Source: an optimization exercise on an open RTL-to-GDS flow (aim: small area and a short achievable clock period). Production flows keep margins and buffers that such runs may drop. RTL that was checked went through simulation tests only; none was proved equivalent to the original. The RTL of runs 1 and 2 was laid out without a check of its function. Power is estimated from default activity; no workload was simulated.

==> flow/design.v <==
`timescale 1ns/1ps
module act_buffer (
  input  logic                clk,
  input  logic                reset,
  input  logic                wr_req_act_flag,
  input  logic [16-1:0] wr_data_act_flag,
  input  logic                wr_req_act,
  input  logic [8-1:0]   wr_data_act,
  input  logic [16-1:0] row_sel,
  input  logic [16-1:0] col_sel,
  input  logic [16-1:0] col_sel_n,
  output logic [16-1:0] first_flags,
  output logic [16-1:0] next_flags,
  output logic [8-1:0]   rd_data
);
  logic [16-1:0] flag_mem [16];
  logic [8-1:0]   act_mem  [16 * 16];
  logic [4-1:0]      wr_addr_act_flag;
  logic [8-1:0] wr_addr_act;
  logic flag_addr_zero;
  always_ff @(posedge clk or negedge reset) begin
    if (!reset) begin
      wr_addr_act_flag <= '0;
      flag_addr_zero   <= 1'b1;
    end else if (wr_req_act_flag) begin
      wr_addr_act_flag <= wr_addr_act_flag + 1'b1;
      flag_addr_zero   <= (wr_addr_act_flag == 4'(16 - 1));
    end
  end
  always_ff @(posedge clk) begin
    if (wr_req_act_flag) begin
      flag_mem[wr_addr_act_flag] <= wr_data_act_flag;
    end
  end
  always_ff @(posedge clk or negedge reset) begin
    if (!reset) begin
      wr_addr_act <= '0;
    end else if (wr_req_act) begin
      wr_addr_act <= wr_addr_act + 1'b1;
    end
  end
  always_ff @(posedge clk) begin
    if (wr_req_act) begin
      act_mem[wr_addr_act] <= wr_data_act;
    end
  end
  always_comb begin
    if (wr_req_act_flag && flag_addr_zero) begin
      first_flags = wr_data_act_flag;
    end else begin
      first_flags = flag_mem[0];
    end
  end
  always_ff @(posedge clk) begin
    logic [16-1:0] word;
    word = '0;
    for (int i = 0; i < 16; i++) begin
      word = word | ({16{row_sel[(i + 16 - 1) % 16]}} & flag_mem[i]);
    end
    next_flags <= word;
  end
  always_comb begin
    logic [8-1:0] row_word;
    rd_data = '0;
    for (int i = 0; i < 16; i++) begin
      row_word = '0;
      for (int c = 0; c < 16; c++) begin
        if (i < 16 / 2) begin
          row_word = row_word | ({8{col_sel[c]}} & act_mem[i*16 + c]);
        end else begin
          row_word = row_word | ({8{~col_sel_n[c]}} & act_mem[i*16 + c]);
        end
      end
      rd_data = rd_data | ({8{row_sel[i]}} & row_word);
    end
  end
endmodule
`timescale 1ns/1ps
module flag_scanner (
  input  logic [16-1:0] flags,
  output logic [16-1:0] lowest
);
  always_comb begin
    logic seen;
    seen = 1'b0;
    for (int i = 0; i < 16; i++) begin
      lowest[i] = flags[i] & ~seen;
      seen = seen | flags[i];
    end
  end
endmodule
`timescale 1ns/1ps
module row_sequencer (
  input  logic                clk,
  input  logic                reset,
  input  logic                start,
  input  logic                wait_state,
  input  logic [16-1:0] first_flags,
  input  logic [16-1:0] next_flags,
  input  logic [8-1:0]   rd_data,
  output logic [16-1:0] col_sel,
  output logic [16-1:0] col_sel_n,
  output logic [16-1:0] row_sel,
  output logic                en,
  output logic [1:0]          state,
  output logic [4-1:0]   row_index,
  output logic [4-1:0]   act_index,
  output logic [8-1:0]   serial_out,
  output logic [5-1:0]   row_val_num,
  output logic                zero_flag,
  output logic                row_cal_done
);
  localparam logic [1:0] PREP = 2'd0;
  localparam logic [1:0] TRAN = 2'd1;
  localparam logic [1:0] WAIT = 2'd2;
  localparam logic [1:0] COMP = 2'd3;
  function automatic logic [11:0] nibble_counts(input logic [16-1:0] flags);
    logic [11:0] counts;
    for (int i = 0; i < 4; i++) begin
      counts[3*i +: 3] = 3'(flags[4*i]) + 3'(flags[4*i+1]) + 3'(flags[4*i+2]) + 3'(flags[4*i+3]);
    end
    nibble_counts = counts;
  endfunction
  function automatic logic [4-1:0] encode(input logic [16-1:0] onehot);
    logic [4-1:0] idx;
    idx = '0;
    for (int i = 0; i < 16; i++) begin
      if (onehot[i]) idx = idx | 4'(i);
    end
    encode = idx;
  endfunction
  logic in_prep, in_tran, in_wait, in_comp;
  logic go;
  logic leave;
  logic [1:0]          state_next;
  logic                rcd_next;
  logic [16-1:0] row_sel_next;
  logic                row_done;
  assign row_done = in_comp && leave;
  logic [16-1:0] remain;
  logic [16-1:0] remain_drop;
  logic                last_left;
  logic                step;
  assign remain_drop = remain & ~col_sel;
  assign last_left   = (remain_drop == '0);
  assign step        = in_comp ? !leave : !in_prep && !wait_state;
  always_comb begin
    state_next = PREP;
    if (in_prep) state_next = go ? TRAN : PREP;
    if (in_tran || in_wait) state_next = wait_state ? WAIT : COMP;
    if (in_comp) state_next = !leave ? COMP : (row_sel[16 - 1] ? PREP : TRAN);
  end
  assign rcd_next     = step && last_left;
  assign row_sel_next = row_done ? {row_sel[16-2:0], row_sel[16-1]} : row_sel;
  always_ff @(posedge clk or negedge reset) begin
    if (!reset) begin
      in_prep <= 1'b1;
      in_tran <= 1'b0;
      in_wait <= 1'b0;
      in_comp <= 1'b0;
      go      <= 1'b0;
      leave   <= 1'b1;
      row_sel <= 16'(1);
    end else begin
      in_prep <= (state_next == PREP);
      in_tran <= (state_next == TRAN);
      in_wait <= (state_next == WAIT);
      in_comp <= (state_next == COMP);
      go      <= start && (state_next == PREP);
      leave   <= rcd_next || (state_next != COMP);
      row_sel <= row_sel_next;
    end
  end
  logic [11:0] row_counts;
  always_ff @(posedge clk or negedge reset) begin
    if (!reset) begin
      en           <= 1'b0;
      state        <= PREP;
      row_index    <= '0;
      row_cal_done <= 1'b0;
      row_val_num  <= '0;
      zero_flag    <= 1'b1;
    end else begin
      en           <= start;
      state        <= state_next;
      row_index    <= encode(row_sel_next);
      row_cal_done <= rcd_next;
      if (in_tran) begin
        row_val_num <= (5'(row_counts[2:0]) + 5'(row_counts[5:3]))
                     + (5'(row_counts[8:6]) + 5'(row_counts[11:9]));
        zero_flag   <= (remain == '0);
      end
    end
  end
  logic [16-1:0] remain_next;
  logic [16-1:0] lowest_next;
  always_comb begin
    if (in_prep) begin
      remain_next = first_flags;
    end else if (row_done) begin
      remain_next = next_flags;
    end else if (step) begin
      remain_next = remain_drop;
    end else begin
      remain_next = remain;
    end
  end
  flag_scanner i_flag_scanner (
    .flags  (remain_next),
    .lowest (lowest_next)
  );
  always_ff @(posedge clk) begin
    remain    <= remain_next;
    col_sel   <= lowest_next;
    col_sel_n <= ~lowest_next;
  end
  always_ff @(posedge clk) begin
    if (in_prep || row_done) begin
      row_counts <= nibble_counts(remain_next);
    end
  end
  always_ff @(posedge clk) begin
    act_index  <= encode(col_sel);
    serial_out <= rd_data;
  end
endmodule
`timescale 1ns/1ps
module weight_buffer (
  input  logic                            clk,
  input  logic                            reset,
  input  logic                            wr_req_wei,
  input  logic [8-1:0]               wr_data_wei,
  output logic [8*9-1:0]  parallel_out
);
  logic                   wr_req_q;
  logic [8-1:0]      wr_data_q;
  logic [4-1:0] wr_addr_wei;
  always_ff @(posedge clk or negedge reset) begin
    if (!reset) begin
      wr_req_q <= 1'b0;
    end else begin
      wr_req_q <= wr_req_wei;
    end
  end
  always_ff @(posedge clk) begin
    wr_data_q <= wr_data_wei;
  end
  always_ff @(posedge clk or negedge reset) begin
    if (!reset) begin
      wr_addr_wei <= '0;
    end else if (wr_req_q) begin
      if (wr_addr_wei == 4'(9 - 1)) begin
        wr_addr_wei <= '0;
      end else begin
        wr_addr_wei <= wr_addr_wei + 1'b1;
      end
    end
  end
  always_ff @(posedge clk or negedge reset) begin
    if (!reset) begin
      parallel_out <= '0;
    end else if (wr_req_q) begin
      for (int i = 0; i < 9; i++) begin
        if (wr_addr_wei == 4'(i)) begin
          parallel_out[i*8 +: 8] <= wr_data_q;
        end
      end
    end
  end
endmodule
`timescale 1ns/1ps
module sparse_row_top (
  input  logic                            clk,
  input  logic                            reset,
  input  logic                            wr_req_act_flag,
  input  logic [16-1:0]                      wr_data_act_flag,
  input  logic                            wr_req_act,
  input  logic [8-1:0]               wr_data_act,
  input  logic                            wr_req_wei,
  input  logic [8-1:0]               wr_data_wei,
  input  logic                            start,
  input  logic                            wait_state,
  output logic                            en,
  output logic [1:0]                      state,
  output logic [4-1:0]               row_index,
  output logic [4-1:0]               act_index,
  output logic [8-1:0]               serial_out,
  output logic [5-1:0]               row_val_num,
  output logic                            zero_flag,
  output logic                            row_cal_done,
  output logic [8*9-1:0]  parallel_out
);
  logic [16-1:0] first_flags;
  logic [16-1:0] next_flags;
  logic [16-1:0] col_sel;
  logic [16-1:0] col_sel_n;
  logic [16-1:0] row_sel;
  logic [8-1:0]   rd_data;
  act_buffer i_act_buffer (
    .clk              (clk),
    .reset            (reset),
    .wr_req_act_flag  (wr_req_act_flag),
    .wr_data_act_flag (wr_data_act_flag),
    .wr_req_act       (wr_req_act),
    .wr_data_act      (wr_data_act),
    .row_sel          (row_sel),
    .col_sel          (col_sel),
    .col_sel_n        (col_sel_n),
    .first_flags      (first_flags),
    .next_flags       (next_flags),
    .rd_data          (rd_data)
  );
  row_sequencer i_row_sequencer (
    .clk          (clk),
    .reset        (reset),
    .start        (start),
    .wait_state   (wait_state),
    .first_flags  (first_flags),
    .next_flags   (next_flags),
    .rd_data      (rd_data),
    .col_sel      (col_sel),
    .col_sel_n    (col_sel_n),
    .row_sel      (row_sel),
    .en           (en),
    .state        (state),
    .row_index    (row_index),
    .act_index    (act_index),
    .serial_out   (serial_out),
    .row_val_num  (row_val_num),
    .zero_flag    (zero_flag),
    .row_cal_done (row_cal_done)
  );
  weight_buffer i_weight_buffer (
    .clk          (clk),
    .reset        (reset),
    .wr_req_wei   (wr_req_wei),
    .wr_data_wei  (wr_data_wei),
    .parallel_out (parallel_out)
  );
endmodule
==> flow/run.sh <==
#!/bin/bash
# synth_recipe.tcl (not shown) runs the flow's synth.tcl, then flattens the netlist and writes it again
# the make line also repeats each setting of config.mk as NAME=value (left out here)
make -C /OpenROAD-flow-scripts/flow DESIGN_CONFIG=/design/flow/config.mk WORK_HOME=/design/flow/orfs CLKGATE_MAP_FILE= SYNTH_SCRIPT=/design/flow/synth_recipe.tcl finish
==> flow/config.mk <==
export PLATFORM = sky130hd
export DESIGN_NAME = sparse_row_top
export DESIGN_NICKNAME = sparse_row_top
export VERILOG_FILES = /design/flow/design.v
export SDC_FILE = /design/flow/constraint.sdc
export NUM_CORES = 4
export LEC_CHECK = 0
export CAP_MARGIN = 20
export CORE_MARGIN = 2
export CORE_UTILIZATION = 60
export CTS_CLUSTER_DIAMETER = 120
export CTS_CLUSTER_SIZE = 24
export SETUP_SLACK_MARGIN = 4.8
export SLEW_MARGIN = 20
==> flow/constraint.sdc <==
create_clock -name core_clock -period 7.5 [get_ports {clk}]
set_input_delay 1.5000 -clock core_clock [delete_from_list [all_inputs] [get_ports {clk}]]
set_output_delay 1.5000 -clock core_clock [all_outputs]
set_load 0.01 [all_outputs]
==> results of run 1 <==
-- worst max-delay path by stage --
| stage | startpoint | end | slack, ns | cells after the start |
|---|---|---|---|---|
| 3_5_place_dp | wait_state | i_row_sequencer.col_sel_n[11] | 2.52 | 10 |
| 2_1_floorplan | wr_req_act_flag | i_row_sequencer.col_sel_n[11] | 3.33 | 12 |
| 5_1_grt | wait_state | i_row_sequencer.col_sel_n[11] | 4.03 | 10 |
| 6_report | wait_state | i_row_sequencer.col_sel_n[11] | 4.07 | 10 |
| 4_1_cts | wait_state | i_row_sequencer.col_sel_n[11] | 4.16 | 10 |
| 3_3_place_gp | wait_state | i_row_sequencer.col_sel_n[11] | 2.55 | 11 |
-- layer usage --
| metal | share of wire | up-vias | global-route usage |
|---|---|---|---|
| met5 | 0.000029 | - | 0 |
| met4 | 0.037 | 2 | 0.117 |
| met3 | 0.11 | 448 | 0.0700 |
| met2 | 0.47 | 3295 | 0.545 |
| met1 | 0.39 | 28300 | 0.513 |
| li1 | - | 22000 | - |
-- final cells by class --
type	instances	area [um^2]	area share
antenna	4	10.0	0.0000935
sequential	2525	74500	0.696
timing repair buffer	545	6690	0.0625
inverter	60	245	0.00229
tap	2030	2540	0.0237
multi-input combinational	2298	19700	0.184
clock inverter	7	128	0.00119
clock buffer	186	3170	0.0296
-- power breakdown --
| part | internal (uW) | leakage [uW] | total, uW | switching [uW] |
|---|---|---|---|---|
| Sequential | 16000 | 0.0231 | 16600 | 526 |
| Combinational | 2210 | 0.00919 | 5870 | 3660 |
| Clock | 2930 | 0.00157 | 7190 | 4260 |
-- cell usage after synthesis, drive strengths merged, types with 3 or more instances --
cell        n
edfxtp   2316
a22oi     508
a22o      370
nor2      282
clkbuf    246
a221oi    182
nand3     147
nand4     135
dfrtp     121
nand2     110
dfxtp      83
mux2       76
buf        75
nor2b      74
o21ai      67
o41ai      65
a221o      64
inv        54
ha         32
a2111oi    20
nor4       18
mux2i      17
a21oi      13
nor3       12
or4        12
xnor2      11
a21o        9
and2        8
fa          7
nand2b      7
and3        6
clkinv      6
o22ai       6
a32oi       5
dfstp       5
a211oi      4
xor2        4
and4        3
nor3b       3
or3         3
-- sequential cells by signal, summed over array words and instances, names as in the netlist, 2 cells and up --
| name | count |
|---|---|
| i_row_sequencer.row_val_num | 5 |
| i_row_sequencer.col_sel | 15 |
| i_weight_buffer.wr_addr_wei | 4 |
| i_act_buffer.flag_mem | 256 |
| i_act_buffer.act_mem | 2048 |
| i_act_buffer.wr_addr_act | 8 |
| i_row_sequencer.act_index | 4 |
| i_weight_buffer.parallel_out | 72 |
| i_row_sequencer.col_sel_n | 16 |
| i_weight_buffer.wr_data_q | 8 |
| i_row_sequencer.row_counts | 12 |
| i_row_sequencer.row_sel | 16 |
| i_act_buffer.next_flags | 16 |
| i_row_sequencer.serial_out | 8 |
| i_row_sequencer.state | 2 |
| i_act_buffer.wr_addr_act_flag | 4 |
| i_row_sequencer.remain | 16 |
| i_row_sequencer.row_index | 4 |
-- placed cells by master, fill, tap and decap left out, types with 15 or more instances in the layout --
cell,Yosys,routed
a221o_1,64,64
a221oi_1,182,176
a22o_1,370,370
a22oi_1,508,506
buf_12,0,160
buf_2,5,50
buf_4,0,196
buf_6,1,86
clkbuf_1,243,70
clkbuf_16,0,116
dfrtp_1,121,116
dfxtp_1,83,50
dfxtp_4,0,25
edfxtp_1,2316,2316
ha_1,32,24
inv_1,47,43
mux2_2,76,76
mux2i_1,17,15
nand2_1,110,100
nand3_1,147,126
nand3_2,0,15
nand4_1,135,135
nor2_1,282,15
nor2_4,0,263
nor2b_1,74,69
nor4_1,18,15
o21ai_0,67,42
o21ai_1,0,19
o41ai_1,65,24
o41ai_2,0,21
o41ai_4,0,20
-- through the flow --
step                setup WS [ns]  instances  total power (uW)  hold WS [ns]  utilization
floorplan                    3.33       5204             19500         0.443            -
global placement             2.55       7188             21700         0.457        0.644
detailed placement           2.52       7195             21800         0.459        0.645
CTS                          4.16       7541             29300         0.485        0.690
global route                 4.03       7653             30500         0.504        0.703
finish                       4.07       7655             29600         0.477        0.703
-- timing repair --
action,CTS,global route
buffers inserted,148,110
endpoints found under the setup margin,1922,1324
resized for setup,839,69
hold buffers,0,0
cloned,5,0
pin swaps,123,98
-- worst max-delay path, delay by kind of cell --
family                     cells  cell delay [ns]
adders and majority gates      1             0.17
AOI/OAI and AO/OA              4             0.66
and+or+nand+nor                4             1.63
buffers and inverters          1             0.11
-- cell families (layout without fill, tap and decap cells) --
group / after synthesis / in the layout
buffers and inverters: 381 / 798
xor gates and xnor gates: 15 / 15
other: 0 / 4
adders and majority gates: 39 / 39
AOI/OAI and AO/OA: 1327 / 1327
and+or+nand+nor: 824 / 824
DFF: 2525 / 2525
muxes: 93 / 93
==> run summary, run 1 <==
crit end category=flip-flop; CP dominant cell by count=or4_4; vias per cell=about 7; RSZ-0062 raised after global routing=yes; hold path cells=2; die width=roughly 400 um; type of the worst min-delay path=reg -> reg; Hold Violations, Final=0; Post-synth top flop=edfxtp_1; Iter 0 DRT Violations=~7.5k; CP Data Arrival Time=slightly above 4 ns; DRT Pass-1 Iters=5; Post-Syn Instances=about 5.2k; Worst Tran Pin Value=about 1.1 ns; R2R Path Start=i_row_sequencer.leave; clk latency of the worst-skew pair=0.80 ns; Max FO, Critical Path=4; antenna violations before repair=5; crit path kind=in -> reg; worst path cell trace=buf_12 -> o21ba_4 -> a221oi_2 -> a21o_1 -> ha_4 -> and3_4 -> a32oi_2 -> or4_4 -> or4_4 -> or4_1; largest net degree at the start of global routing=between 150 and 200; adder-cell share of the synthesized area=0.00586; Net Count, Synth=around 5.3k; Mapped Avg Cell Area=between 15 and 20 um^2; Reg-to-Reg End=i_row_sequencer.col_sel_n[11]; post-synthesis xor/xnor area fraction=0.00142; vias in the first global route=a little over 50k; Slew Limit Fails=0; Clock transition at path regs=roughly 0.090 ns; hpwl dp=roughly 160 mm; sequential area share after synthesis=0.806; RePlAce Congestion=a little under 0.9; Final #Nets=about 5.6k; cell taking the most area after synthesis=edfxtp_1; final worst-path cycle share=0.457; final instance area=approximately 110000 um^2; Clock Skew=around 0.033 ns; TritonCTS Buffers=between 100 and 150; Synth Area in Compound Gates=0.116; clock buffer depth=3; global route overflow=0; Post-DP Area=98200 um^2; clk sinks=~2.5k; Cell Rows=around 140; # setup viols final=0; overall routing resource usage=0.353; FF-to-FF path depth=11; final routed DRC violation total=0; pwr dens=approximately 280 nW/um^2; die height=around 400 um; synth unique cells=between 60 and 70; H-tree levels=3; Total Die Area=roughly 160000 um^2; Max IR drop VDD=~0.00027 V; Slew Limit Headroom=0.258; max-cap violations=0; # fillers=9680; Min-Delay Startpoint=i_act_buffer.flag_mem[15][0]; synthesis-stage register bit count=roughly 2.5k; Worst Hold Endpoint=i_act_buffer.next_flags[0]; setup slack, reg-to-reg=just over 4 ns; highest clock rate=between 200 and 300 MHz; leakage power=0.0338 uW; Async SR Flop Fraction=0.0499; root buffer cell=clkbuf_16; Synth Area in Simple Gates=0.0435; global-route wire length before repair=between 300 and 400 mm; Post-synth EDFFs=roughly 2.3k; Via Count=~54k; Final min period=3.43 ns; WL/cell=36.5 um; largest cells by area after synthesis=edfxtp_1, a22oi_1, a22o_1, dfrtp_1, dfxtp_1; setup TNS=0 ns; Initial Util=0.606; DRT Wirelength=between 200 and 300 mm; area fraction of the dominant cell type after synthesis=0.754; Port Buf Inserts=between 100 and 150; Synth Warn #=4; outcome=timing/DRC/antenna clean; I/O Pins=roughly 140; Synth Cell Area=around 92000 um^2; main combinational cell family by area after synthesis=compound AO/OA/AOI/OAI gates; crit path launch type=primary input; Slowest-stage cell, CP=or4_1; max incr delay on CP=approximately 0.54 ns; core footprint=approximately 150000 um^2; area delta synth->final=16.0%; Critical Path RT=8.15 ns; layout cells sized above 1=0.215; CTS tree=yes; multiplexer share of the synthesized area=0.0111; number of routed nets with antenna violations=0
==> run 2, diff against run 1 <==
--- a/flow/design.v
+++ b/flow/design.v
@@ -16,7 +16,6 @@
   logic [16-1:0] flag_mem [16];
   logic [8-1:0]   act_mem  [16 * 16];
   logic [4-1:0]      wr_addr_act_flag;
-  logic [8-1:0] wr_addr_act;
   logic flag_addr_zero;
   always_ff @(posedge clk or negedge reset) begin
     if (!reset) begin
@@ -32,16 +31,26 @@
       flag_mem[wr_addr_act_flag] <= wr_data_act_flag;
     end
   end
+  logic [16-1:0] wr_row_act;
+  logic [16-1:0] wr_col_act;
   always_ff @(posedge clk or negedge reset) begin
     if (!reset) begin
-      wr_addr_act <= '0;
+      wr_row_act <= 16'(1);
+      wr_col_act <= 16'(1);
     end else if (wr_req_act) begin
-      wr_addr_act <= wr_addr_act + 1'b1;
+      wr_col_act <= {wr_col_act[16-2:0], wr_col_act[16-1]};
+      if (wr_col_act[16-1]) begin
+        wr_row_act <= {wr_row_act[16-2:0], wr_row_act[16-1]};
+      end
     end
   end
   always_ff @(posedge clk) begin
-    if (wr_req_act) begin
-      act_mem[wr_addr_act] <= wr_data_act;
+    for (int i = 0; i < 16; i++) begin
+      for (int c = 0; c < 16; c++) begin
+        if (wr_req_act && wr_row_act[i] && wr_col_act[c]) begin
+          act_mem[i*16 + c] <= wr_data_act;
+        end
+      end
     end
   end
   always_comb begin
==> run summary, run 2 <==
clk latency of the worst-skew pair=0.79 ns (about the same); Post-synth top flop=edfxtp_1; synth unique cells=66 (+6.5%); Final #Nets=5516 (-1.9%); commonest cells after routing, fill and taps aside=edfxtp_1, a22oi_1, a22o_1; Iter 0 DRT Violations=9143 (+21%); area fraction of the dominant cell type after synthesis=0.743 (-0.0108); vias per cell=7.30 (+3.3%); Worst Tran Pin Value=1.18 ns (+0.0654 ns); type of the worst min-delay path=reg -> reg; final non-filler cell total=7604 (-0.67%); Top Registers=i_act_buffer.act_mem (2048), i_act_buffer.flag_mem (256), i_weight_buffer.parallel_out (72); Synth Cell Area=93600 um^2 (+1.5%); max-cap violations=0 (unchanged); Slew Limit Fails=0 (unchanged); synthesis-stage register bit count=2549 (+0.95%); pre-CTS setup slack=2.93 ns (+0.406 ns); Post-DP Area=97800 um^2 (-0.42%); Async SR Flop Fraction=0.0588 (+0.00895); crit path launch type=flip-flop; WL/cell=39.4 um (+7.8%); Post-Syn Instances=5228 (+0.46%); antenna violations before repair=22 (+17); core footprint=155000 um^2 (+1.5%); cts-stage hold buffer count=0 (unchanged); area delta synth->final=12.5%; I/O Pins=137 (unchanged); final instance area=105000 um^2 (-1.6%); crit path kind=reg -> reg; Min-Delay Startpoint=i_row_sequencer.remain[15]; max reg flops=2048 (unchanged); number of routed nets with antenna violations=0 (unchanged); highest clock rate=311 MHz (+6.7%); sequential area share after synthesis=0.801 (-0.00508); hpwl dp=163 mm (+1.5%); Worst Hold Endpoint=i_row_sequencer.zero_flag; Slew Limit Headroom=0.214 (-0.0436); CTS tree=yes; outcome=timing/DRC/antenna clean; root buffer cell=clkbuf_16; CP Data Arrival Time=3.88 ns (-0.20 ns); RePlAce Congestion=0.904 (+1.2%); Initial Util=0.606 (about the same); leakage power=0.0351 uW (+3.8%); H-tree levels=3 (unchanged); Max FO, Critical Path=5 (+1); # setup viols final=0 (unchanged); Port Buf Inserts=136 (unchanged); setup TNS=0 ns (unchanged); largest cells by area after synthesis=edfxtp_1, a22oi_1, dfrtp_1, a22o_1, and3_1; count leader, synth=edfxtp_1; die height=399 um (+0.72%); DRT Wirelength=299 mm (+7.1%); FF-to-FF path depth=8 (-3); Cell Count Post-Placement=7196 (+0.014%); die width=399 um (+0.72%); final routed DRC violation total=0 (unchanged); Max IR drop VDD=0.000236 V (-11%); Clock Skew=0.0316 ns (-0.000896 ns); Via Count=55.5k (+2.6%); overall routing resource usage=0.373 (+0.0193); Reg-to-Reg End=i_row_sequencer.serial_out[2]; Synth Warn #=5 (+1); Final min period=3.21 ns (-0.217 ns); Total Die Area=159000 um^2 (+1.4%); Net Count, Synth=5302 (+0.38%); vias in the first global route=52.0k (+1.7%); Cell Rows=144 (+0.70%); DRT Pass-1 Iters=6 (+1); Hold Violations, Final=0 (unchanged); clk sinks=2549 (+0.95%); hold path cells=1 (-1); cell taking the most area after synthesis=edfxtp_1; commonest non-fill, non-tap cell in the layout=edfxtp_1; TritonCTS Buffers=116 (+0.87%); Critical Path RT=8.17 ns (+0.02 ns); final worst-path cycle share=0.428 (-0.0289); largest reg by FF count=i_act_buffer.act_mem; RSZ-0062 raised after global routing=yes; commonest cells in the netlist=edfxtp_1, a22oi_1, a22o_1; R2R Path Start=i_row_sequencer.col_sel_n[0]; setup slack, reg-to-reg=4.29 ns (+0.18 ns); global-route wire length before repair=411 mm (+5.4%); global route overflow=0 (unchanged); crit end category=flip-flop; layout cells sized above 1=0.192 (-0.0222); Mapped Avg Cell Area=17.9 um^2 (+0.99%); largest net degree at the start of global routing=202 (+6.9%); clock buffer depth=3 (unchanged); Post-synth EDFFs=2316 (unchanged); pwr dens=281 nW/um^2 (+1.5%); Clock transition at path regs=0.10 ns (about the same); worst setup margin=4.29 ns (+0.217 ns)
run 2: cell types whose count changed after synthesis, sizes merged, moves of 17 or more:
cell	previous run	this run
and3	6	266
nor2	282	23
nor2b	74	94
a21o	9	26
clkbuf	246	266
nand2	110	76
dfrtp	121	143
run 2: per-layer routing:
metal	wire [um]	vias up	global-route usage
li1	-	22100	-
met1	114000	28900	0.542
met2	135000	3961	0.566
met3	39000	540	0.0863
met4	11000	12	0.119
met5	92	-	0
run 2: repair_timing:
| action | CTS | global route |
|---|---|---|
| gates cloned | 22 | 3 |
| buffers inserted | 104 | 43 |
| resized for setup | 937 | 113 |
| endpoints found under the setup margin | 1138 | 438 |
| pin swaps | 65 | 58 |
run 2: worst max-delay path, stage by stage, from the launching register on:
cell and delay (ns):
dfxtp_4 0.42, inv_6 0.05, buf_12 0.13, buf_16 0.13, a2111oi_4 0.36, nand3_2 0.14
o41ai_4 0.73, nand4_1 0.55, or4_1 0.57
run 2: worst max path at each step:
stage / from / endpoint / slack, ns / cells after the start
2_1_floorplan: wr_req_act_flag / i_row_sequencer.row_counts[10] / 4.16 / 8
6_report: i_row_sequencer.col_sel_n[0] / i_row_sequencer.serial_out[2] / 4.29 / 8
3_5_place_dp: wr_req_act_flag / i_row_sequencer.row_counts[4] / 2.93 / 7
4_1_cts: i_row_sequencer.col_sel_n[10] / i_row_sequencer.serial_out[2] / 4.41 / 8
3_3_place_gp: i_row_sequencer.col_sel_n[1] / i_row_sequencer.serial_out[7] / 2.81 / 6
5_1_grt: i_row_sequencer.col_sel_n[0] / i_row_sequencer.serial_out[2] / 4.31 / 8
run 2: logic make-up (layout without fill, tap and decap cells):
group / after synthesis / after routing / share of synthesized area
xor+xnor: 9 / 9 / 0.000842
mux: 98 / 98 / 0.0117
other cells: 0 / 17 / 0
simple gates: 790 / 791 / 0.0488
compound gates: 1344 / 1344 / 0.116
flops: 2549 / 2549 / 0.801
fa+ha+maj: 35 / 35 / 0.00524
buf+inv: 403 / 717 / 0.0165
run 2: per-stage QoR:
step	utilization	total power, uW	hold WS (ns)
final	0.681	29600	0.455
after CTS	0.675	29200	0.446
after floorplan	-	19200	0.379
after global placement	0.632	21300	0.398
after global routing	0.681	30400	0.474
after detailed placement	0.632	21400	0.410
run 2: area by class of cell:
class,count,area (um^2)
Sequential cell,2549,75100
Fill cell,10200,49300
Multi-Input combinational cell,2277,18800
Timing Repair Buffer,426,4980
Clock buffer,212,3260
Tap cell,2044,2560
Inverter,68,388
Clock inverter,7,80.1
Antenna cell,17,42.5
Timing Repair inverter,4,35.0
run 2: where the power goes:
part	internal (uW)	leakage (uW)	switching (uW)
combinational	2320	0.0101	3430
sequential	16000	0.0234	489
clock	2970	0.00158	4320
==> run 3, diff against run 2 <==
--- a/flow/design.v
+++ b/flow/design.v
@@ -8,7 +8,6 @@
   input  logic [8-1:0]   wr_data_act,
   input  logic [16-1:0] row_sel,
   input  logic [16-1:0] col_sel,
-  input  logic [16-1:0] col_sel_n,
   output logic [16-1:0] first_flags,
   output logic [16-1:0] next_flags,
   output logic [8-1:0]   rd_data
@@ -16,6 +15,7 @@
   logic [16-1:0] flag_mem [16];
   logic [8-1:0]   act_mem  [16 * 16];
   logic [4-1:0]      wr_addr_act_flag;
+  logic [8-1:0] wr_addr_act;
   logic flag_addr_zero;
   always_ff @(posedge clk or negedge reset) begin
     if (!reset) begin
@@ -31,26 +31,16 @@
       flag_mem[wr_addr_act_flag] <= wr_data_act_flag;
     end
   end
-  logic [16-1:0] wr_row_act;
-  logic [16-1:0] wr_col_act;
   always_ff @(posedge clk or negedge reset) begin
     if (!reset) begin
-      wr_row_act <= 16'(1);
-      wr_col_act <= 16'(1);
+      wr_addr_act <= '0;
     end else if (wr_req_act) begin
-      wr_col_act <= {wr_col_act[16-2:0], wr_col_act[16-1]};
-      if (wr_col_act[16-1]) begin
-        wr_row_act <= {wr_row_act[16-2:0], wr_row_act[16-1]};
-      end
+      wr_addr_act <= wr_addr_act + 1'b1;
     end
   end
   always_ff @(posedge clk) begin
-    for (int i = 0; i < 16; i++) begin
-      for (int c = 0; c < 16; c++) begin
-        if (wr_req_act && wr_row_act[i] && wr_col_act[c]) begin
-          act_mem[i*16 + c] <= wr_data_act;
-        end
-      end
+    if (wr_req_act) begin
+      act_mem[wr_addr_act] <= wr_data_act;
     end
   end
   always_comb begin
@@ -74,11 +64,7 @@
     for (int i = 0; i < 16; i++) begin
       row_word = '0;
       for (int c = 0; c < 16; c++) begin
-        if (i < 16 / 2) begin
-          row_word = row_word | ({8{col_sel[c]}} & act_mem[i*16 + c]);
-        end else begin
-          row_word = row_word | ({8{~col_sel_n[c]}} & act_mem[i*16 + c]);
-        end
+        row_word = row_word | ({8{col_sel[c]}} & act_mem[i*16 + c]);
       end
       rd_data = rd_data | ({8{row_sel[i]}} & row_word);
     end
@@ -108,7 +94,6 @@
   input  logic [16-1:0] next_flags,
   input  logic [8-1:0]   rd_data,
   output logic [16-1:0] col_sel,
-  output logic [16-1:0] col_sel_n,
   output logic [16-1:0] row_sel,
   output logic                en,
   output logic [1:0]          state,
@@ -219,9 +204,8 @@
     .lowest (lowest_next)
   );
   always_ff @(posedge clk) begin
-    remain    <= remain_next;
-    col_sel   <= lowest_next;
-    col_sel_n <= ~lowest_next;
+    remain  <= remain_next;
+    col_sel <= lowest_next;
   end
   always_ff @(posedge clk) begin
     if (in_prep || row_done) begin
@@ -302,7 +286,6 @@
   logic [16-1:0] first_flags;
   logic [16-1:0] next_flags;
   logic [16-1:0] col_sel;
-  logic [16-1:0] col_sel_n;
   logic [16-1:0] row_sel;
   logic [8-1:0]   rd_data;
   act_buffer i_act_buffer (
@@ -314,7 +297,6 @@
     .wr_data_act      (wr_data_act),
     .row_sel          (row_sel),
     .col_sel          (col_sel),
-    .col_sel_n        (col_sel_n),
     .first_flags      (first_flags),
     .next_flags       (next_flags),
     .rd_data          (rd_data)
@@ -328,7 +310,6 @@
     .next_flags   (next_flags),
     .rd_data      (rd_data),
     .col_sel      (col_sel),
-    .col_sel_n    (col_sel_n),
     .row_sel      (row_sel),
     .en           (en),
     .state        (state),
--- a/flow/config.mk
+++ b/flow/config.mk
@@ -12,3 +12,4 @@
 export CTS_CLUSTER_SIZE = 24
 export SETUP_SLACK_MARGIN = 4.8
 export SLEW_MARGIN = 20
+export TNS_END_PERCENT = 5
==> run summary, run 3 <==
H-tree levels=3 (unchanged); Via Count=55.1k (-0.68%); Net Count, Synth=5212 (-1.7%); met3 WL=41.8 mm (+7.3%); cell taking the most area after synthesis=edfxtp_1; global-route wire length before repair=422 mm (+2.5%); area fraction of the dominant cell type after synthesis=0.760 (+0.0168); Async SR Flop Fraction=0.0502 (-0.00863); vias per cell=7.43 (+1.8%); Worst Tran Pin Value=1.21 ns (+0.0363 ns); Initial Util=0.603 (-0.00221); max-cap violations=0 (unchanged); Final #Nets=5374 (-2.6%); RSZ-0062 raised after global routing=yes; Worst Setup EP=i_row_sequencer.serial_out[0]; met2 wire len=136 mm (+0.27%); die width=395 um (-1.1%); worst setup margin=4.41 ns (+0.121 ns); Max IR drop VDD=0.000288 V (+22%); RePlAce Congestion=0.920 (+1.7%); hpwl dp=162 mm (-0.33%); crit end category=flip-flop; Switching Fraction=0.290 (+0.0109); DRT Wirelength=306 mm (+2.3%); Post-Syn Instances=5134 (-1.8%); register share of total power=0.552 (-0.007); largest cells by area after synthesis=edfxtp_1, a22oi_1, a221oi_1, a22o_1, dfrtp_1; synthesis-stage register bit count=2509 (-1.6%); setup TNS=0 ns (unchanged); TritonCTS Buffers=114 (-1.7%); Max FO, Critical Path=8 (+3); I/O Pins=137 (unchanged); global route overflow=0 (unchanged); Reg-to-Reg End=i_row_sequencer.serial_out[0]; pre-CTS setup slack=2.89 ns (-0.0376 ns); Slew Limit Headroom=0.190 (-0.0242); Clock Power Share=0.243 (-0.004); clk latency of the worst-skew pair=0.78 ns (about the same); Top Registers=i_act_buffer.act_mem (2048), i_act_buffer.flag_mem (256), i_weight_buffer.parallel_out (72); vias in the first global route=52.7k (+1.4%); Post-DP Area=95400 um^2 (-2.4%); root buffer cell=clkbuf_16; Clock Skew=0.0202 ns (-0.0114 ns); core footprint=152000 um^2 (-1.9%); Slew Limit Fails=0 (unchanged); count leader, synth=edfxtp_1; sequential area share after synthesis=0.809 (+0.00801); max reg flops=2048 (unchanged); Post-synth EDFFs=2316 (unchanged); final routed DRC violation total=0 (unchanged); outcome=timing/DRC/antenna clean; leakage power=0.0325 uW (-7.4%); cts-stage hold buffer count=0 (unchanged); FF-to-FF path depth=7 (-1); Iter 0 DRT Violations=9714 (+6.2%); largest net degree at the start of global routing=146 (-28%); Cell Count Post-Placement=7060 (-1.9%); Clock transition at path regs=0.10 ns (about the same); synth unique cells=56 (-15%); commonest cells in the netlist=edfxtp_1, a22oi_1, a221oi_1; area delta synth->final=12.4%; DR top layer=met5; number of routed nets with antenna violations=0 (unchanged); Mapped Avg Cell Area=17.8 um^2 (-0.42%); first element of the critical path=i_row_sequencer.remain[0]; WL/cell=41.3 um (+4.8%); clock buffer depth=3 (unchanged); met1 WL=111 mm (-2.8%); switching power=8610 uW (+4.4%); final non-filler cell total=7418 (-2.4%); Post-synth top flop=edfxtp_1; overall routing resource usage=0.391 (+0.0178); Synth Cell Area=91500 um^2 (-2.2%); setup slack, reg-to-reg=4.41 ns (+0.12 ns); pwr dens=289 nW/um^2 (+2.8%); highest clock rate=323 MHz (+3.9%); CTS tree=yes; CP Data Arrival Time=3.73 ns (-0.15 ns); Port Buf Inserts=136 (unchanged); commonest non-fill, non-tap cell in the layout=edfxtp_1; # setup viols final=0 (unchanged); DRT Pass-1 Iters=12 (+6); type of the worst min-delay path=reg -> reg; layout cells sized above 1=0.159 (-0.0334); crit path kind=reg -> reg; R2R Path Start=i_row_sequencer.remain[0]; final instance area=103000 um^2 (-2.3%); clk sinks=2509 (-1.6%); Cell Rows=143 (-0.69%); Comb power frac=0.205 (+0.011); commonest cells after routing, fill and taps aside=edfxtp_1, a22oi_1, a22o_1; final worst-path cycle share=0.412 (-0.0161); Total Die Area=156000 um^2 (-2.2%); Synth Warn #=4 (-1); Hold Violations, Final=0 (unchanged); largest reg by FF count=i_act_buffer.act_mem; Internal=21100 uW (-1.0%); crit path launch type=flip-flop; Critical Path RT=8.14 ns (-0.03 ns); die height=395 um (-1.1%); antenna violations before repair=8 (-64%); Final min period=3.09 ns (-0.121 ns)
==> run 3: changes by cell type in the layout (fill, tap and decap cells not counted), sizes merged, moves of 36 or more <==
cell / delta
a22oi: -36
a221oi: +190
buf: -154
nor2: +253
o41ai: -67
nor2b: -80
a221o: -64
dlygate4sd2: +99
and3: -254
==> run 3: cells by family after synthesis <==
logic type / synth area share
xor+xnor: 0.00144
compound gates: 0.116
simple gates: 0.0399
flops: 0.809
mux: 0.0109
fa+ha+maj: 0.00590
buf+inv: 0.0165
==> run 3: worst min path at each step <==
stage | start | cells after the start | slack [ns] | to
3_3_place_gp | i_act_buffer.flag_mem[14][6] | 2 | 0.46 | i_act_buffer.next_flags[6]
5_1_grt | i_act_buffer.flag_mem[15][1] | 2 | 0.51 | i_act_buffer.next_flags[1]
2_1_floorplan | i_act_buffer.flag_mem[14][13] | 2 | 0.44 | i_act_buffer.next_flags[13]
4_1_cts | i_act_buffer.flag_mem[14][6] | 2 | 0.49 | i_act_buffer.next_flags[6]
6_report | i_act_buffer.flag_mem[14][6] | 2 | 0.48 | i_act_buffer.next_flags[6]
3_5_place_dp | i_act_buffer.flag_mem[14][6] | 2 | 0.47 | i_act_buffer.next_flags[6]
==> run 3: per-stage QoR <==
step	util	hold slack [ns]	power (uW)
floorplan	-	0.443	19300
global placement	0.629	0.464	21700
detailed placement	0.629	0.466	21800
CTS	0.676	0.486	29500
global route	0.678	0.506	30500
finish	0.678	0.481	29700
==> run 3: timing repair <==
action,CTS,global route
gates resized for setup,575,94
buffers inserted,114,0
cloned,34,1
pin swaps,89,2
setup endpoints to repair,2297,1986
==> run 3: area by class of cell <==
cell class / count / area (um^2)
multi-input combinational: 2243 / 17700
tap: 2030 / 2540
antenna: 3 / 7.51
inverter: 42 / 158
sequential: 2509 / 74100
clock inverter: 2 / 25.0
timing repair buffer: 386 / 4980
clock buffer: 203 / 3290
fill: 10200 / 48900
==> run 3: routing by layer <==
layer	global-route usage	vias up
met5	0	-
met4	0.185	10
met3	0.0950	756
met2	0.575	4602
met1	0.556	28200
li1	-	21500
==> run 3: power by group through the flow <==
stage          logic, uW  registers (uW)  clock network (uW)
2_1_floorplan       2720           16600                   0
3_3_place_gp        4960           16800                   0
3_5_place_dp        4990           16800                   0
4_1_cts             5910           16400                7220
5_1_grt             6320           16500                7690
6_report            6090           16400                7220
==> run 3: worst max-delay path, cell delays in order, from the launching register on <==
cell      delay [ns]
dfxtp_4         0.42
buf_16          0.18
a22o_1          0.23
a221oi_1        0.29
nand3_1         0.21
o21ai_0         0.67
nand4_1         0.32
or4_4           0.61
==> run 4, diff against run 3 <==
--- a/flow/config.mk
+++ b/flow/config.mk
@@ -12,4 +12,3 @@
 export CTS_CLUSTER_SIZE = 24
 export SETUP_SLACK_MARGIN = 4.8
 export SLEW_MARGIN = 20
-export TNS_END_PERCENT = 5
==> run summary, run 4 <==
type of the worst min-delay path=reg -> reg; Post-synth EDFFs=2316 (unchanged); largest reg by FF count=i_act_buffer.act_mem; Switching Fraction=0.293 (+0.00386); Critical Path RT=8.14 ns (about the same); Cell Rows=143 (unchanged); cell taking the most area after synthesis=edfxtp_1; max-cap violations=0 (unchanged); Final #Nets=5486 (+2.1%); hpwl dp=164 mm (+0.72%); final non-filler cell total=7527 (+1.5%); TritonCTS Buffers=114 (unchanged); Iter 0 DRT Violations=8468 (-13%); count leader, synth=edfxtp_1; highest clock rate=336 MHz (+3.9%); crit path kind=reg -> reg; clock buffer depth=3 (unchanged); # setup viols final=0 (unchanged); largest cells by area after synthesis=edfxtp_1, a22oi_1, a221oi_1, a22o_1, dfrtp_1; final worst-path cycle share=0.397 (-0.0156); Top Registers=i_act_buffer.act_mem (2048), i_act_buffer.flag_mem (256), i_weight_buffer.parallel_out (72); largest net degree at the start of global routing=140 (-4.1%); setup TNS=0 ns (unchanged); Slew Limit Headroom=0.247 (+0.0569); pwr dens=285 nW/um^2 (-1.2%); final instance area=106000 um^2 (+3.0%); first element of the critical path=i_row_sequencer.col_sel[11]; Worst Setup EP=i_row_sequencer.serial_out[7]; Net Count, Synth=5212 (unchanged); Max FO, Critical Path=19 (+11); Total Power=30200 uW (+1.7%); Post-synth top flop=edfxtp_1; outcome=timing/DRC/antenna clean; Post-DP Area=96300 um^2 (+0.96%); commonest cells after routing, fill and taps aside=edfxtp_1, a22oi_1, a22o_1; DRT Pass-1 Iters=8 (-4); Synth Cell Area=91500 um^2 (unchanged); Synth Warn #=4 (unchanged); antenna violations before repair=7 (-1); DRT Wirelength=302 mm (-1.4%); register share of total power=0.544 (-0.008); I/O Pins=137 (unchanged); Async SR Flop Fraction=0.0502 (unchanged); area fraction of the dominant cell type after synthesis=0.760 (unchanged); crit end category=flip-flop; adder-cell share of the synthesized area=0.00590 (unchanged); CTS tree=yes; die width=395 um (unchanged); final routed DRC violation total=0 (unchanged); synthesis-stage register bit count=2509 (unchanged); clk latency of the worst-skew pair=0.78 ns (about the same); Via Count=55.0k (-0.25%); crit path launch type=flip-flop; number of routed nets with antenna violations=0 (unchanged); FF-to-FF path depth=8 (+1); Mapped Avg Cell Area=17.8 um^2 (unchanged); Hold Violations, Final=0 (unchanged); commonest cells in the netlist=edfxtp_1, a22oi_1, a221oi_1; global route overflow=0 (unchanged); overall routing resource usage=0.380 (-0.0108); core footprint=152000 um^2 (unchanged); layout cells sized above 1=0.227 (+0.0680); Clock transition at path regs=0.10 ns (about the same); Synth Area in Simple Gates=0.0399 (unchanged); setup slack, reg-to-reg=4.53 ns (+0.12 ns); Max IR drop VDD=0.000255 V (-11%); synth unique cells=56 (unchanged); Initial Util=0.603 (unchanged); global-route wire length before repair=413 mm (-2.1%); max reg flops=2048 (unchanged); die height=395 um (unchanged); Cell Count Post-Placement=7080 (+0.28%); Clock Skew=0.0276 ns (+0.00742 ns); Clock Power Share=0.238 (-0.005); Internal=21400 uW (+1.2%); final hold slack=0.478 ns (-0.00292 ns); main combinational cell family by area after synthesis=compound AO/OA/AOI/OAI gates; root buffer cell=clkbuf_16; Synth Area in Compound Gates=0.116 (unchanged); commonest non-fill, non-tap cell in the layout=edfxtp_1; Slew Limit Fails=0 (unchanged); Post-Syn Instances=5134 (unchanged); Port Buf Inserts=136 (unchanged); Comb power frac=0.218 (+0.013); H-tree levels=3 (unchanged); leakage power=0.0333 uW (+2.2%); vias per cell=7.30 (-1.7%); post-synthesis xor/xnor area fraction=0.00144 (unchanged); vias in the first global route=51.7k (-1.9%); clk sinks=2509 (unchanged); Worst Tran Pin Value=1.13 ns (-0.0853 ns); area delta synth->final=15.7%; CP Data Arrival Time=3.62 ns (-0.11 ns); R2R Path Start=i_row_sequencer.col_sel[11]; RSZ-0062 raised after global routing=yes; Total Die Area=156000 um^2 (unchanged); switching power=8870 uW (+3.1%); RePlAce Congestion=0.897 (-2.6%); Reg-to-Reg End=i_row_sequencer.serial_out[7]; sequential area share after synthesis=0.809 (unchanged); multiplexer share of the synthesized area=0.0109 (unchanged); Final min period=2.97 ns (-0.117 ns); WL/cell=40.1 um (-2.8%)
==> run 4: cell counts after synthesis <==
Identical to the previous run, type by type.
==> run 4: area by class of cell <==
type | count | area [um^2]
Antenna cell | 2 | 5.00
Fill cell | 9939 | 45800
Sequential cell | 2509 | 74100
Multi-Input combinational cell | 2245 | 19700
Clock buffer | 200 | 3240
Timing Repair Buffer | 496 | 6070
Tap cell | 2030 | 2540
Clock inverter | 3 | 33.8
Inverter | 42 | 158
==> run 4: repair_timing <==
item / CTS / global route
setup endpoints to repair: 2147 / 354
hold buffers: 0 / 0
setup buffers: 153 / 52
cloned: 27 / 10
resized for setup: 1075 / 212
pin swaps: 89 / 93
==> run 4: metrics by stage <==
step                       util  worst slack, ns
after global placement    0.635             3.08
final                     0.698             4.53
after CTS                 0.686             4.53
after floorplan               -             4.21
after detailed placement  0.635             3.04
after global routing      0.698             4.51
==> run 4: worst min-delay path by stage <==
stage          slack [ns]                     endpoint                           from  cells past startpoint
2_1_floorplan        0.44  i_act_buffer.next_flags[13]  i_act_buffer.flag_mem[14][13]                      2
6_report             0.48  i_act_buffer.next_flags[10]  i_act_buffer.flag_mem[15][10]                      2
3_5_place_dp         0.45  i_act_buffer.next_flags[10]  i_act_buffer.flag_mem[15][10]                      2
5_1_grt              0.52   i_act_buffer.next_flags[4]   i_act_buffer.flag_mem[13][4]                      2
3_3_place_gp         0.45  i_act_buffer.next_flags[10]  i_act_buffer.flag_mem[15][10]                      2
4_1_cts              0.48  i_act_buffer.next_flags[10]  i_act_buffer.flag_mem[15][10]                      2
==> run 4: critical path: stages, from the launching register on <==
cell	delay [ns]
dfxtp_4	0.41
buf_4	0.17
buf_16	0.17
a22o_1	0.24
a221oi_2	0.24
nand4_1	0.44
a22oi_2	0.45
nand3_1	0.12
or4_4	0.54
==> run 4: kinds of logic (layout without fill, tap and decap cells) <==
logic type,count (synthesis),after routing
AOI/OAI and AO/OA,1338,1339
muxes,90,90
xor gates and xnor gates,15,15
adders and majority gates,39,39
buffers and inverters,383,741
DFF,2509,2509
and+or+nand+nor,760,762
other,0,2
==> run 4: power groups by stage <==
| stage | Combinational [uW] | Sequential, uW | Clock [uW] |
|---|---|---|---|
| 2_1_floorplan | 2790 | 16600 | 0 |
| 3_3_place_gp | 5010 | 16800 | 0 |
| 3_5_place_dp | 5060 | 16800 | 0 |
| 4_1_cts | 6090 | 16400 | 7190 |
| 5_1_grt | 6860 | 16500 | 7650 |
| 6_report | 6600 | 16400 | 7190 |
==> run 4: per-layer routing <==
layer  global-route usage  share of wire
met3               0.0836           0.13
met1                0.547           0.37
met2                0.578           0.46
met5                    0        0.00013
met4                0.138          0.046
==> run 5, diff against run 4 <==
--- a/flow/config.mk
+++ b/flow/config.mk
@@ -10,5 +10,5 @@
 export CORE_UTILIZATION = 60
 export CTS_CLUSTER_DIAMETER = 120
 export CTS_CLUSTER_SIZE = 24
-export SETUP_SLACK_MARGIN = 4.8
+export SETUP_SLACK_MARGIN = 4.6
 export SLEW_MARGIN = 20
==> run summary, run 5 <==
outcome=timing/DRC/antenna clean; Synth Warn #=4 (unchanged); crit path launch type=flip-flop; leakage power=0.0325 uW (-2.3%); Clock Skew=0.0292 ns (+0.00155 ns); RSZ-0062 raised after global routing=yes; Initial Util=0.603 (unchanged); crit end category=flip-flop; layout cells sized above 1=0.198 (-0.0291); WL/cell=39.4 um (-1.6%); commonest cells in the netlist=edfxtp_1, a22oi_1, a221oi_1; max-cap violations=0 (unchanged); Max IR drop VDD=0.000266 V (+4.3%); area delta synth->final=13.3%; Worst Hold Endpoint=i_act_buffer.next_flags[5]; core footprint=152000 um^2 (unchanged); commonest non-fill, non-tap cell in the layout=edfxtp_1; vias per cell=7.24 (-0.88%); Port Buf Inserts=136 (unchanged); Top Registers=i_act_buffer.act_mem (2048), i_act_buffer.flag_mem (256), i_weight_buffer.parallel_out (72); setup TNS=0 ns (unchanged); Via Count=54.0k (-1.7%); # setup viols final=0 (unchanged); overall routing resource usage=0.369 (-0.0109); commonest cells after routing, fill and taps aside=edfxtp_1, a22oi_1, a22o_1; final hold slack=0.487 ns (+0.00902 ns); Clock transition at path regs=0.10 ns (about the same); worst path cell trace=buf_6 -> a22oi_1 -> nand3_2 -> o21ai_4 -> nand4_1 -> or4_1; Post-Syn Instances=5134 (unchanged); Mapped Avg Cell Area=17.8 um^2 (unchanged); met2 global-route usage=0.569 (-0.00865); root buffer cell=clkbuf_16; Critical Path RT=8.17 ns (+0.03 ns); Slew Limit Headroom=0.233 (-0.0139); clock buffer depth=3 (unchanged); DRT Wirelength=294 mm (-2.4%); area fraction of the dominant cell type after synthesis=0.760 (unchanged); H-tree levels=3 (unchanged); Slowest-stage cell, CP=or4_1; I/O Pins=137 (unchanged); crit path kind=reg -> reg; multi-input logic area=18800 um^2 (-4.9%); die width=395 um (unchanged); hpwl dp=167 mm (+1.8%); highest clock rate=330 MHz (-1.9%); max reg flops=2048 (unchanged); Post-synth EDFFs=2316 (unchanged); vias in the first global route=51.2k (-0.91%); hold path cells=2 (unchanged); M1 GR Usage=0.528 (-0.0194); sequential area share after synthesis=0.809 (unchanged); cts-stage hold buffer count=0 (unchanged); R2R Path Start=i_row_sequencer.col_sel[11]; TritonCTS Buffers=114 (unchanged); largest reg by FF count=i_act_buffer.act_mem; Iter 0 DRT Violations=8484 (+0.19%); count leader, synth=edfxtp_1; Slew Limit Fails=0 (unchanged); Async SR Flop Fraction=0.0502 (unchanged); CP Data Arrival Time=3.70 ns (+0.08 ns); FF-to-FF path depth=6 (-2); number of routed nets with antenna violations=0 (unchanged); clk latency of the worst-skew pair=0.79 ns (about the same); Reg-to-Reg End=i_row_sequencer.serial_out[1]; type of the worst min-delay path=reg -> reg; RePlAce Congestion=0.913 (+1.8%); Final min period=3.03 ns (+0.0588 ns); Total Die Area=156000 um^2 (unchanged); Final #Nets=5410 (-1.4%); Min-Delay Startpoint=i_act_buffer.flag_mem[15][5]; CTS tree=yes; synth unique cells=56 (unchanged); final worst-path cycle share=0.404 (+0.00784); Net Count, Synth=5212 (unchanged); synthesis-stage register bit count=2509 (unchanged); cell taking the most area after synthesis=edfxtp_1; setup slack, reg-to-reg=4.47 ns (-0.06 ns); final routed DRC violation total=0 (unchanged); max incr delay on CP=0.62 ns (+0.08 ns); Synth Cell Area=91500 um^2 (unchanged); clk sinks=2509 (unchanged); Post-synth top flop=edfxtp_1; Cell Rows=143 (unchanged); largest cells by area after synthesis=edfxtp_1, a22oi_1, a221oi_1, a22o_1, dfrtp_1; register area=74100 um^2 (about the same); grt met3 use=0.0810 (-0.00260); global-route wire length before repair=402 mm (-2.5%); pwr dens=285 nW/um^2 (-0.28%); # fillers=10.2k (+2.2%); largest net degree at the start of global routing=160 (+14%); die height=395 um (unchanged); antenna violations before repair=12 (+5); Hold Violations, Final=0 (unchanged); Worst Tran Pin Value=1.15 ns (+0.0171 ns); global routing's busiest layer=met2; global route overflow=0 (unchanged); DRT Pass-1 Iters=6 (-2); Max FO, Critical Path=38 (+19)
## run 5: stage by stage
| stage | power [uW] | cells | area (um^2) | worst slack (ns) | util |
|---|---|---|---|---|---|
| global placement | 21700 | 7085 | 96100 | 2.87 | 0.634 |
| floorplan | 19300 | 5134 | 92300 | 4.21 | - |
| global route | 30300 | 7465 | 104000 | 4.50 | 0.684 |
| CTS | 29200 | 7417 | 102000 | 4.33 | 0.674 |
| detailed placement | 21700 | 7085 | 96200 | 2.90 | 0.634 |
| finish | 29500 | 7466 | 104000 | 4.47 | 0.684 |
## run 5: logic make-up after synthesis
kind of cell    synth area share
simple gates              0.0399
mux                       0.0109
xor+xnor                 0.00144
compound gates             0.116
fa+ha+maj                0.00590
flops                      0.809
buf+inv                   0.0165
## run 5: what timing repair did
item	4_1_cts	5_1_grt
pin swaps	62	68
buffers inserted	98	36
cloned	16	10
hold endpoints to repair	0	0
resized for setup	845	176
setup endpoints to repair	1780	1145
## run 5: critical path, delay by kind of cell, from the launching register on
kind / cells / cell delay, ns
AOI/OAI and AO/OA: 2 / 0.94
buffers and inverters: 1 / 0.24
DFF: 1 / 0.44
and+or+nand+nor: 3 / 1.24
## run 5: where the power goes
group | internal [uW] | switching (uW) | leakage (uW)
Sequential | 15900 | 468 | 0.0230
Combinational | 2090 | 3830 | 0.00798
Clock | 2950 | 4260 | 0.00157
Total | 21000 | 8550 | 0.0325
## run 5: per-layer routing
layer	up-vias	share of wire
li1	21600	-
met4	8	0.042
met3	551	0.12
met1	28000	0.37
met2	3896	0.46
met5	-	0.00019
## run 5: how the worst max path moves through the flow
stage                                      startpoint                              to  slack (ns)  cells past startpoint
after floorplan                            wait_state  i_row_sequencer.row_counts[10]        4.21                      8
after global placement                wr_req_act_flag     i_row_sequencer.col_sel[14]        2.87                      9
after detailed placement              wr_req_act_flag     i_row_sequencer.col_sel[14]        2.90                      9
after CTS                                  wr_req_act    i_act_buffer.act_mem[179][4]        4.33                      5
after global routing       i_row_sequencer.col_sel[8]   i_row_sequencer.serial_out[7]        4.50                      8
final                     i_row_sequencer.col_sel[11]   i_row_sequencer.serial_out[1]        4.47                      6
## run 5: final cells by class
| cell class | count | area share |
|---|---|---|
| diodes | 2 | 0.0000482 |
| clock buffers | 211 | 0.0312 |
| clock inverters | 7 | 0.000808 |
| inverters | 42 | 0.00152 |
| multi-input cells | 2243 | 0.181 |
| flip-flops and latches | 2509 | 0.715 |
| well taps | 2030 | 0.0245 |
| repair buffers | 422 | 0.0462 |
==> run 6, diff against run 5 <==
--- a/flow/config.mk
+++ b/flow/config.mk
@@ -10,5 +10,5 @@
 export CORE_UTILIZATION = 60
 export CTS_CLUSTER_DIAMETER = 120
 export CTS_CLUSTER_SIZE = 24
-export SETUP_SLACK_MARGIN = 4.6
+export SETUP_SLACK_MARGIN = 4.5
 export SLEW_MARGIN = 20
==> run summary, run 6 <==
outcome=timing/DRC/antenna clean; highest clock rate=306 MHz (-7.2%); global routing's busiest layer=met2; Post-DP Area=95500 um^2 (-0.70%); global-route wire length before repair=404 mm (+0.27%); final instance area=101000 um^2 (-2.7%); M1 GR Usage=0.532 (+0.00418); Reg-to-Reg End=i_row_sequencer.serial_out[6]; pre-CTS setup slack=3.12 ns (+0.213 ns); Post-Syn Instances=5134 (unchanged); Async SR Flop Fraction=0.0502 (unchanged); Post-synth top flop=edfxtp_1; Max FO, Critical Path=29 (-24%); Synth Warn #=4 (unchanged); RePlAce Congestion=0.919 (+0.69%); commonest non-fill, non-tap cell in the layout=edfxtp_1; I/O Pins=137 (unchanged); crit path kind=reg -> reg; commonest cells in the netlist=edfxtp_1, a22oi_1, a221oi_1; clock buffer depth=3 (unchanged); hold path cells=2 (unchanged); CTS tree=yes; Slew Limit Fails=0 (unchanged); WL/cell=39.8 um (+0.81%); largest reg by FF count=i_act_buffer.act_mem; Worst Tran Pin Value=1.16 ns (+0.0161 ns); crit path launch type=flip-flop; Initial Util=0.603 (unchanged); final routed DRC violation total=0 (unchanged); Min-Delay Startpoint=i_act_buffer.flag_mem[15][9]; Critical Path RT=8.13 ns (-0.04 ns); antenna violations before repair=13 (+1); met2 global-route usage=0.556 (-0.0138); overall routing resource usage=0.372 (+0.00316); Final min period=3.27 ns (+0.236 ns); sequential area share after synthesis=0.809 (unchanged); commonest cells after routing, fill and taps aside=edfxtp_1, a22oi_1, a22o_1; Clock Skew=0.0377 ns (+0.00859 ns); pwr dens=288 nW/um^2 (+1.1%); Via Count=53.6k (-0.76%); Worst Hold Endpoint=i_act_buffer.next_flags[9]; DRT Wirelength=293 mm (-0.59%); worst setup margin=4.23 ns (-0.236 ns); Top Registers=i_act_buffer.act_mem (2048), i_act_buffer.flag_mem (256), i_weight_buffer.parallel_out (72); vias in the first global route=50.9k (-0.55%); die width=395 um (unchanged); TritonCTS Buffers=114 (unchanged); Cell Rows=143 (unchanged); cell taking the most area after synthesis=edfxtp_1; Net Count, Synth=5212 (unchanged); synthesis-stage register bit count=2509 (unchanged); die height=395 um (unchanged); largest cells by area after synthesis=edfxtp_1, a22oi_1, a221oi_1, a22o_1, dfrtp_1; Max IR drop VDD=0.000279 V (+5.0%); layout cells sized above 1=0.120 (-0.0781); Cell Count Post-Placement=7070 (-0.21%); area fraction of the dominant cell type after synthesis=0.760 (unchanged); crit end category=flip-flop; final hold slack=0.487 ns (-0.000503 ns); type of the worst min-delay path=reg -> reg; max incr delay on CP=0.74 ns (+0.12 ns); Mapped Avg Cell Area=17.8 um^2 (unchanged); setup TNS=0 ns (unchanged); Port Buf Inserts=136 (unchanged); global route overflow=0 (unchanged); cts-stage hold buffer count=0 (unchanged); DRT Pass-1 Iters=8 (+2); synth unique cells=56 (unchanged); Slew Limit Headroom=0.223 (-0.0101); H-tree levels=3 (unchanged); number of routed nets with antenna violations=0 (unchanged); Clock transition at path regs=0.10 ns (about the same); # setup viols final=0 (unchanged); Total Die Area=156000 um^2 (unchanged); core footprint=152000 um^2 (unchanged); root buffer cell=clkbuf_16; Hold Violations, Final=0 (unchanged); Final #Nets=5324 (-1.6%); final worst-path cycle share=0.436 (+0.0315); clk sinks=2509 (unchanged); setup slack, reg-to-reg=4.23 ns (-0.24 ns); area delta synth->final=10.3%; Iter 0 DRT Violations=8886 (+4.7%); FF-to-FF path depth=7 (+1); hpwl dp=164 mm (-1.6%); max-cap violations=0 (unchanged); Synth Cell Area=91500 um^2 (unchanged); worst path cell trace=buf_4 -> a22o_1 -> a221oi_1 -> nand3_1 -> o21ai_0 -> nand4_1 -> or4_4; clk latency of the worst-skew pair=0.79 ns (about the same); Slowest-stage cell, CP=o21ai_0; RSZ-0062 raised after global routing=yes; max reg flops=2048 (unchanged); count leader, synth=edfxtp_1; grt met3 use=0.0820 (+0.00107); vias per cell=7.28 (+0.64%); final non-filler cell total=7362 (-1.4%); Post-synth EDFFs=2316 (unchanged); R2R Path Start=i_row_sequencer.remain[0]; # fillers=10.4k (+2.0%); leakage power=0.0317 uW (-2.5%); CP Data Arrival Time=3.90 ns (+0.20 ns); largest net degree at the start of global routing=143 (-11%)
==> run 6: cell counts after synthesis <==
No cell type changed its count.
==> run 6: timing repair <==
item                                    4_1_cts  5_1_grt
endpoints found under the setup margin     1176      189
gates cloned                                 11        1
pin swaps                                    33       41
buffers inserted                             56       22
gates resized for setup                     375       89
==> run 6: kinds of logic after synthesis <==
family,share of synthesized area
DFF,0.809
AOI/OAI and AO/OA,0.116
and+or+nand+nor,0.0399
buffers and inverters,0.0165
muxes,0.0109
adders and majority gates,0.00590
xor gates and xnor gates,0.00144
==> run 6: cell type report <==
| type | count | area (um^2) | area share |
|---|---|---|---|
| Clock inverter | 6 | 78.8 | 0.000781 |
| Inverter | 42 | 158 | 0.00156 |
| Antenna cell | 5 | 12.5 | 0.000124 |
| Sequential cell | 2509 | 74100 | 0.734 |
| Tap cell | 2030 | 2540 | 0.0252 |
| Clock buffer | 191 | 3180 | 0.0315 |
| Timing Repair Buffer | 336 | 3770 | 0.0374 |
| Multi-Input combinational cell | 2243 | 17100 | 0.169 |
==> run 6: worst max-delay path by stage <==
| stage | cells past startpoint | start | end | slack (ns) |
|---|---|---|---|---|
| final | 7 | i_row_sequencer.remain[0] | i_row_sequencer.serial_out[6] | 4.23 |
| after global routing | 8 | i_row_sequencer.col_sel[7] | i_row_sequencer.serial_out[7] | 4.36 |
| after CTS | 7 | i_row_sequencer.col_sel[9] | i_row_sequencer.serial_out[6] | 4.15 |
| after detailed placement | 4 | wr_req_act | i_act_buffer.act_mem[221][2] | 3.12 |
| after global placement | 4 | wr_req_act | i_act_buffer.act_mem[221][4] | 2.22 |
| after floorplan | 8 | wait_state | i_row_sequencer.row_counts[10] | 4.21 |
==> run 6: worst max-delay path: cells and delay by family (launching register included) <==
family	cells	cell delay, ns
buffers and inverters	1	0.25
flip-flops	1	0.36
AND/OR/NAND/NOR	3	1.15
AO/OA/AOI/OAI	3	1.29
==> run 6: metrics by stage <==
step                      power (uW)   util
after CTS                      28900  0.662
after global placement         21700  0.629
after detailed placement       21700  0.629
final                          29100  0.665
after floorplan                19300      -
after global routing           29800  0.665
==> run 6: power by group <==
part | switching (uW) | internal [uW] | total (uW) | leakage [uW]
Combinational | 3550 | 1970 | 5510 | 0.00719
Clock | 4230 | 2930 | 7160 | 0.00156
Sequential | 445 | 15900 | 16400 | 0.0230
==> run 6: layer usage <==
metal / wire length, um / up-vias
li1: - / 21400
met1: 107000 / 27400
met2: 133000 / 4183
met3: 36800 / 643
met4: 15900 / 6
met5: 40 / -

port drivers added, routing unchanged:
No port has a modelled driver above. Below, the same layouts with a new extraction and two added sets of constraints.
Step 1 assumes that a clkbuf_16 drives the clock port and a buf_2 every other input.
Step 2 also shifts input and output timing later by t, the mid clock arrival at the registers, as if the neighbouring blocks saw the same clock.
Three values: ideal ports, drivers, drivers and shift; two values: the first two.
run | t (ns) | slack for setup (ns) | latest minus earliest clock arrival (ns)
run 1 | 0.869 | 4.071 / 4.093 / 3.224 | 0.039 / 0.039
run 2 | 0.871 | 4.287 / 4.287 / 3.950 | 0.037 / 0.037
run 3 | 0.862 | 4.408 / 4.408 / 3.707 | 0.028 / 0.028
run 4 | 0.856 | 4.525 / 4.491 / 3.945 | 0.031 / 0.030
run 5 | 0.860 | 4.466 / 4.466 / 3.677 | 0.032 / 0.032
run 6 | 0.863 | 4.230 / 4.230 / 3.703 | 0.042 / 0.042
After both steps every run listed still meets setup and hold. For run 1, which loses most, drivers alone change the setup slack by +0.022 ns; drivers and shift together by -0.847 ns.
